What follows belongs to an exercise in optimizing a design on an open flow for small area, a short achievable clock period and few clock cycles per item; a production flow would make more cautious choices. Where RTL was checked, it was by simulation tests only, not by an equivalence proof against the original. Power and IR drop assume default switching activity.

## old
==> flow/design.v (excerpt) <==
module rgb_to_ycbcr_block_builder_unit (
  input  wire logic              clk_i,
  input  wire logic              rst_ni,
  input  wire logic              in_vld_i,
  output logic                   in_stall_o,
  input  wire logic              kind_i,
  input  wire logic [7:0]        red_i,
  input  wire logic [7:0]        green_i,
  input  wire logic [7:0]        blue_i,
  output logic                   out_vld_o,
  input  wire logic              out_stall_i,
  output logic                   pixel_taken_o,
  output logic                   sample_valid_o,
  output logic signed [8:0]      sample_o,
  output logic        [1:0]      block_type_o,
  output logic        [5:0]      element_index_o,
  output logic                   last_of_block_o
);
clock: 7.0 ns
lec_check: 0
cap_margin: 20
core_margin: 2
core_utilization: 70
cts_cluster_diameter: 100
cts_cluster_size: 30
setup_slack_margin: 4.4
slew_margin: 20
run.sh (not shown) runs the stock make flow with config.mk's settings and CLKGATE_MAP_FILE= SYNTH_SCRIPT=/design/flow/synth_recipe.tcl, a recipe that flattens the netlist after the stock synthesis.
Modified inputs, new compared to old
--- a/flow/design.v
+++ b/flow/design.v
@@ -15,17 +15,19 @@
   input  wire logic [7:0] g_i,
   input  wire logic [7:0] b_i,
   output logic      [7:0] y_o,
   output logic      [7:0] cb_o,
   output logic      [7:0] cr_o
 );
   logic [7:0] r0, g0, b0;
-  assign r0 = r_i;
-  assign g0 = g_i;
-  assign b0 = b_i;
+  always_ff @(posedge clk_i) begin
+    r0 <= r_i;
+    g0 <= g_i;
+    b0 <= b_i;
+  end
   logic [9:0] e_m, e_s, e_c;
   assign e_m = ~{1'b0, g0, 1'b0};
   assign e_s = {2'b0, r0} ^ {2'b0, b0} ^ e_m;
   assign e_c = ({2'b0, r0} & {2'b0, b0}) | ({2'b0, r0} & e_m) | ({2'b0, b0} & e_m);
   logic [7:0] g1;
   logic [8:0] d11, d21;
   logic [9:0] e1;
@@ -302,21 +304,20 @@
       pend_q <= pend_d;
       cnt_q  <= cnt_d;
     end
   end
   always_ff @(posedge clk_i) begin
     wph_q <= take_px ? 6'd0 : wph_q + 6'd1;
   end
-  logic [7:0]  y_c, cb_c, cr_c;
-  logic [23:0] ring_q [64];
+  logic [7:0] y_c, cb_c, cr_c;
   rybb_conv u_conv (
     .clk_i (clk_i),
-    .r_i   (ring_q[0][23:16]),
-    .g_i   (ring_q[0][15:8]),
-    .b_i   (ring_q[0][7:0]),
+    .r_i   (red_i),
+    .g_i   (green_i),
+    .b_i   (blue_i),
     .y_o   (y_c),
     .cb_o  (cb_c),
     .cr_o  (cr_c)
   );
   logic [3:0] wr_q;      
   logic [3:0] wlast_q;   
   always_ff @(posedge clk_i or negedge rst_ni) begin
@@ -325,28 +326,28 @@
     end else begin
       wr_q <= {wr_q[2:0], take_px};
     end
   end
   always_ff @(posedge clk_i) begin
     wlast_q <= {wlast_q[2:0], cnt_last_px};
   end
+  logic [23:0] ring_q [64];
   always_ff @(posedge clk_i) begin
-    ring_q[0] <= take_px ? {red_i, green_i, blue_i} : ring_q[63];
+    ring_q[0] <= wr_q[3] ? {cr_c, cb_c, y_c} : ring_q[63];
     for (int i = 1; i < 64; i++) ring_q[i] <= ring_q[i-1];
-    ring_q[4] <= wr_q[3] ? {cr_c, cb_c, y_c} : ring_q[3];
   end
   logic          rd_act_q;    
   logic [5:0]    pos_q;       
   logic [7:0]    rn_q;        
   logic [FD-1:0] fth_q;
   logic          rd, fpop;
   logic [23:0]   tap;
   logic [7:0]    rd_byte;
-  assign rd  = rd_act_q && (pos_q[2:0] == 3'd3) && !fth_q[FD-1];
-  assign tap = ring_q[{pos_q[5:3], 3'd3}];
+  assign rd  = rd_act_q && (pos_q[2:0] == 3'd7) && !fth_q[FD-1];
+  assign tap = ring_q[{pos_q[5:3], 3'd7}];
   always_comb begin
     unique case (rn_q[7:6])
       2'd0:    rd_byte = tap[7:0];
       2'd1:    rd_byte = tap[15:8];
       default: rd_byte = tap[23:16];
     endcase
   end
@@ -358,15 +359,15 @@
   end
   always_ff @(posedge clk_i or negedge rst_ni) begin
     if (!rst_ni) rd_act_q <= 1'b0;
     else         rd_act_q <= rd_act_d;
   end
   always_ff @(posedge clk_i) begin
     if (wr_q[3] && wlast_q[3]) begin
-      pos_q <= 6'd3;
+      pos_q <= 6'd63;
       rn_q  <= '0;
     end else if (rd) begin
       rn_q  <= rn_q + 8'd1;
     end else begin
       pos_q <= pos_q + 6'd1;
     end
   end
### Flow results
old -> new: sequential group power decreased by a few percent
Number of pins exceeding their max-slew limit in the final report delta (old -> new): insignificant
Summary of the comparison: sequential share of layout area is higher in new, relative to old.
new and old ended up with roughly the same xor and xnor area share after synthesis.
Looking at average wire length per cell after detail routing, new sits about 1.8% below old.
| net switching power of the design | new vs old | about 7% lower |
new vs. old: final routed wirelength across all metal layers went down by 410 um.
Against old, number of sinks handled by clock tree synthesis in new rose by a few percent.
Measured against each other, new and old differ in count of clock-buffer cells in the layout, the lower figure coming from old.
On post-synthesis to final-layout area growth, the higher figure sits with new, not old.
Testbench counts of new, summed over its fixed seeds: cycles 39,032, items 32,768.
Only the layout flow was run in old; the RTL was not checked for function there.

## run a
Another version of the RTL of rgb_to_ycbcr_block_builder_unit (not shown whole).
Size in the first run: about 3100 cells after synthesis, roughly 1800 flip-flops, ~51 I/O pins, about 47000 sq um of cells after synthesis.
Settings: LEC_CHECK=0, CAP_MARGIN=20, CORE_MARGIN=2, CORE_UTILIZATION=65, CTS_CLUSTER_DIAMETER=100, CTS_CLUSTER_SIZE=30, SETUP_SLACK_MARGIN=4.4, SLEW_MARGIN=20; clock period 7.0 ns.
Edits applied to the flow inputs when going from run a to run b:
--- a/flow/design.v
+++ b/flow/design.v
@@ -324,19 +324,19 @@
       wr_q <= '0;
     end else begin
       wr_q <= {wr_q[2:0], take_px};
     end
   end
   always_ff @(posedge clk_i) begin
     wlast_q <= {wlast_q[2:0], cnt_last_px};
   end
   always_ff @(posedge clk_i) begin
-    ring_q[0] <= (!stall_q && !pend_q) ? {red_i, green_i, blue_i} : ring_q[63];
+    ring_q[0] <= take_px ? {red_i, green_i, blue_i} : ring_q[63];
     for (int i = 1; i < 64; i++) ring_q[i] <= ring_q[i-1];
     ring_q[4] <= wr_q[3] ? {cr_c, cb_c, y_c} : ring_q[3];
   end
   logic          rd_act_q;    
   logic [5:0]    pos_q;       
   logic [7:0]    rn_q;        
   logic [FD-1:0] fth_q;
   logic          rd, fpop;
   logic [23:0]   tap;
==> results.txt <==
- Compared with run a, run b shows a higher leakage power.
- For the share of the clock period used by the worst path after layout, run b came in 0.42 points higher than run a did.
- In the reports for run a and run b, the smaller area used by multi-input combinational logic belongs to run b.
- STATUS worst setup slack: run b loses against run a
- Sort run a and run b by sequential share of layout area, ascending, and run a comes first.
- Diff run a -> run b: number of antenna repair diodes grew by 1; detail-routed net length per standard cell shrank by about 6%; cell area after placement level; worst hold slack went up by 0.0094 ns; detailed-route via count lower.
- For met3 wirelength from detailed routing, dividing the value from run b by the value from run a gives 0.80.
- In the flow results for run a and run b, the number of cells in the finished layout apart from fillers is smaller on run b.
No functional check of the RTL was part of any run of this note.

RTL: one of the versions met above, not the one the previous note started from.
Size in the first run: roughly 1900 flip-flops, ~51 I/O pins.
export LEC_CHECK = 0
export CAP_MARGIN = 20
export CORE_MARGIN = 2
export CORE_UTILIZATION = 65
export CTS_CLUSTER_DIAMETER = 100
export CTS_CLUSTER_SIZE = 30
export SETUP_SLACK_MARGIN = 4.4
export SLEW_MARGIN = 20
create_clock -name core_clock -period 7.0 [get_ports {clk_i}]
Testbench counts at the start, summed over its fixed seeds: cycles 39,032, items 32,768.
Next try:
--- a/flow/design.v
+++ b/flow/design.v
@@ -393,15 +393,17 @@
   logic [2:0] tq_v_q;           
   logic [1:0] tcls_q;           
   logic       acc_q;            
   logic [1:0] tok_q;            
   logic       open, tok_avail, consume;
   logic [1:0] head_cls;
-  logic       h0, h1;
+  logic       h0, h1, h2, e1one;
   assign h0       = (tq_cnt_q[0] == 8'd0);
   assign h1       = (tq_cnt_q[0] == 8'd1);
+  assign h2       = (tq_cnt_q[0] == 8'd2);
+  assign e1one    = (tq_cnt_q[1] == 8'd1);
   assign head_cls = tq_cls_q[0];
   assign tok_avail = tq_v_q[0] && !h0 && ((head_cls != T_SAMPLE) || fth_q[0]);
   assign open      = !out_v_q || !out_stall_i;
   assign consume   = open && tok_avail;
   assign fpop      = consume && (head_cls == T_SAMPLE);
   always_ff @(posedge clk_i or negedge rst_ni) begin
@@ -494,14 +496,15 @@
     st_pix  = tq_full(tq_v_q, push_new, px_new) ||
               (!pend_q && !cnt_last_px && rd_act_d);
     st_pull = tq_full(tq_v_q, push_new, pl_new) ||
               (pend_q ? (cnt_last_pl && rd_act_d)
                       : (rd_act_d || ((cnt_q[5:0] != 6'd0) && (wph_q != 6'd63))));
   end
-  always_ff @(posedge clk_i) begin
-    stall_q <= !accept ? st_none : kind_i ? st_pull : st_pix;
+  always_ff @(posedge clk_i or negedge rst_ni) begin
+    if (!rst_ni) stall_q <= 1'b0;
+    else         stall_q <= !accept ? st_none : kind_i ? st_pull : st_pix;
   end
   logic       out_v_q;
   logic [7:0] ocnt_q;
   logic       taken_q, sval_q, last_q;
   logic [8:0] smp_q;
   logic [1:0] btype_q;
What happened: Routed wire length drops by about 3.4%; clock power goes down by about 2%; global-route usage came out lower by 0.86 points; utilization shrinks by 0.16 points; die area went down by about 0.5%; hold slack hardly moves; sequential cell count is unchanged; critical path depth is unchanged; clock skew goes up by 0.0047 ns; first-iteration DRC count came out lower by about 11%; non-clock buffer count rises by 13; register-to-register slack is worse by 0.07 ns.
The RTL of the second run of this note was laid out without a check of its function.

[static timing again, ports no longer ideal]
The flow's constraints put no driver on any port. The routed layouts listed below were extracted and timed again, unchanged, in two steps. Step 1 sets driving cells, clkbuf_16 on the clock port and buf_2 on the other inputs (assumed; they add their load-dependent delay and slew). Step 2 moves the port delays by t, midway between the first and last clock arrival at a register: inputs arrive t later, outputs are due t later. That takes back most of the time a late clock gives input paths. a / b / c = no drivers / after step 1 / after step 2; a / b = the first two.
run	t (ns)	setup WS [ns]	worst hold slack (ns)	latest minus earliest clock arrival (ns)
old	0.694	4.393 / 4.327 / 3.773	0.309 / 0.309 / 0.309	0.045 / 0.044
new	0.712	4.409 / 4.341 / 3.857	0.320 / 0.320 / 0.320	0.027 / 0.028
run a	0.716	4.373 / 4.306 / 3.810	0.314 / 0.314 / 0.314	0.041 / 0.041
run b	0.713	4.344 / 4.279 / 3.820	0.323 / 0.323 / 0.323	0.032 / 0.032
the first run of note 3	0.712	4.417 / 4.350 / 3.840	0.320 / 0.320 / 0.320	0.041 / 0.041
the second run of note 3	0.718	4.395 / 4.326 / 3.835	0.320 / 0.320 / 0.320	0.035 / 0.035
After both steps setup and hold are still met in every run listed. For old, which loses most, drivers alone change the setup slack by -0.066 ns; drivers and shift together by -0.620 ns.
